Context: an optimization exercise on an open-source flow, tuned for small area, a short achievable clock period and few clock cycles per item. The choices shown serve that exercise and are no tape-out recipe.
Function was checked by simulation only, so behaviour that the tests miss may differ from the original.
No activity file was given, so power comes from the tool's default toggle rates.

== run A ==
## smoothed_noise_modulator
module smoothed_noise_modulator (
    input  logic        i_clk,
    input  logic        i_rst_n,
    input  logic        i_s_tvalid,
    output logic        o_s_tready,
    input  logic [95:0] i_s_tdata,
    input  logic [1:0]  i_s_tuser,
    output logic        o_m_tvalid,
    input  logic        i_m_tready,
    output logic [31:0] o_m_tdata,
    input  logic        i_cfg_valid,
    output logic        o_cfg_ready,
    input  logic [1:0]  i_cfg_index,
    input  logic [15:0] i_cfg_data
);
    localparam int NCH = 6;
    logic [15:0] r_mgain;
    logic [3:0]  r_morder;
    logic        r_auto;
    assign o_cfg_ready = 1'b1;
    always_ff @(posedge i_clk) begin
        if (!i_rst_n) begin
            r_mgain  <= 16'd2000;
            r_morder <= 4'd10;
            r_auto   <= 1'b1;
        end else if (i_cfg_valid) begin
            case (i_cfg_index)
                2'd0: r_mgain  <= i_cfg_data;
                2'd1: r_morder <= i_cfg_data[3:0];
                2'd2: r_auto   <= i_cfg_data[0];
                default: ;
            endcase
        end
    end
    logic [NCH*32-1:0] r_a0, r_a1, r_a2, r_a3, r_m0, r_m1;    
    logic [NCH-1:0]    r_okp_l, r_okq_l, r_okp_m, r_okq_m;    
  ...
==> flow/config.mk <==
export PLATFORM = sky130hd
export DESIGN_NAME = smoothed_noise_modulator
export DESIGN_NICKNAME = smoothed_noise_modulator
export VERILOG_FILES = /design/flow/design.v
export SDC_FILE = /design/flow/constraint.sdc
export NUM_CORES = 4
export LEC_CHECK = 0
export ABC_AREA = 1
export CAP_MARGIN = 20
export CORE_MARGIN = 2
export CORE_UTILIZATION = 40
export CTS_CLUSTER_DIAMETER = 60
export CTS_CLUSTER_SIZE = 20
export SLEW_MARGIN = 20
export SETUP_SLACK_MARGIN = 5.65
==> flow/constraint.sdc <==
create_clock -name core_clock -period 9.0 [get_ports {i_clk}]
set_input_delay 1.8000 -clock core_clock [delete_from_list [all_inputs] [get_ports {i_clk}]]
set_output_delay 1.8000 -clock core_clock [all_outputs]
set_load 0.01 [all_outputs]
standard.sh (not shown) runs the stock make flow with config.mk's settings and CLKGATE_MAP_FILE= SYNTH_SCRIPT=/design/flow/synth_recipe.tcl, a recipe that flattens the netlist after the stock synthesis.
==> flow/flow/run.sh <==
#!/bin/bash
set -euo pipefail
cp config.mk config.mk.orig
grep -v '^export SETUP_SLACK_MARGIN' config.mk.orig > config.mk
echo 'export SETUP_SLACK_MARGIN = 5.65' >> config.mk
cp standard.sh standard.sh.txt
bash standard.sh > standard.log 2>&1
Testbench counts of run A, summed over its fixed seeds: cycles 25,556, items 20,122.
## Diff of input files: run B against run A
- changing SETUP_SLACK_MARGIN from 5.65 to 5.8
==> flow/flow/run.sh <==
#!/bin/bash
set -euo pipefail
cp config.mk config.mk.orig
grep -v '^export SETUP_SLACK_MARGIN' config.mk.orig > config.mk
echo 'export SETUP_SLACK_MARGIN = 5.8' >> config.mk
cp standard.sh standard.sh.txt
bash standard.sh > standard.log 2>&1
[summary]
Run A vs run B, critical path endpoint: r7_prb[28] vs o_s_tready
Run B reports its top layer used by detailed routing as met5 while run A reports met4.
Diff run A -> run B: non-clock buffer count +132; sequential cell area share saw a decrease; setup slack of the critical path after layout climbed 88 ps; layout overhead on the synthesized area increased by 1.5 points relative to the old numbers; clock-buffer cell count now sits lower.
[compare] base=run A new=run B: slack of the worst reg-to-reg path shows an increase of 240 ps, multi-input gate area in the final layout rose by 1.4%, post-CTS repair timing setup buffer count went up by 28, overall power consumption increased 1.2%.
## Diff of input files: run C against run B
- CTS_CLUSTER_SIZE removed (was 20)
- CTS_CLUSTER_DIAMETER removed (was 60)
==> results.txt <==
Part of the power in registers: run C lower than run B
Compared to run B, run C has power 5.5% higher.
In the metrics for run B and run C, the one carrying the higher clock buffer count is run C.
Between run C and run B, the flop-to-flop setup slack figures differ only marginally.
Between run C and run B, it is run C whose routed length on met3 is lower, by 2.9%.
The met2 routing resource usage after global routing on run C is in line with that on run B.
Where worst-case headroom to the max-slew limit is concerned, run B is better than run C.
[run C] CTS buffer count rose 84 relative to run B
~same worst-skew pair later-pin latency in run B and run C
Looking at share of the final layout cell area in sequential cells across run B and run C, the one that comes out lower is run C.
Between run C and run B, the area of combinational cells with multiple inputs figures differ only marginally.

## static timing again, ports no longer ideal
How much do the figures lean on ideal ports? The routed layouts below were timed once more, with nothing changed but the port constraints.
Step 1: set_driving_cell puts a clkbuf_16 on i_clk and a buf_2 on each other input, an assumption about the parent block.
Step 2 moves the port delays by t, midway between the first and last clock arrival at a register: inputs arrive t later, outputs are due t later. That takes back most of the time a late clock gives input paths.
Slacks: no drivers / after step 1 / after step 2; pairs: no drivers / after step 1.
run | t (ns) | setup WS [ns] | worst hold slack (ns) | cell pins on the clock port's net
run A | 0.980 | 5.630 / 5.587 / 4.942 | 0.414 / 0.414 / 0.414 | 1
run B | 0.988 | 5.717 / 5.616 / 5.023 | 0.413 / 0.413 / 0.413 | 1
run C | 0.981 | 5.696 / 5.588 / 5.126 | 0.406 / 0.406 / 0.406 | 1
After both steps setup and hold are still met in every run listed. The setup slack of run B, which loses most, moves by -0.101 ns with the drivers and by -0.694 ns with both steps.
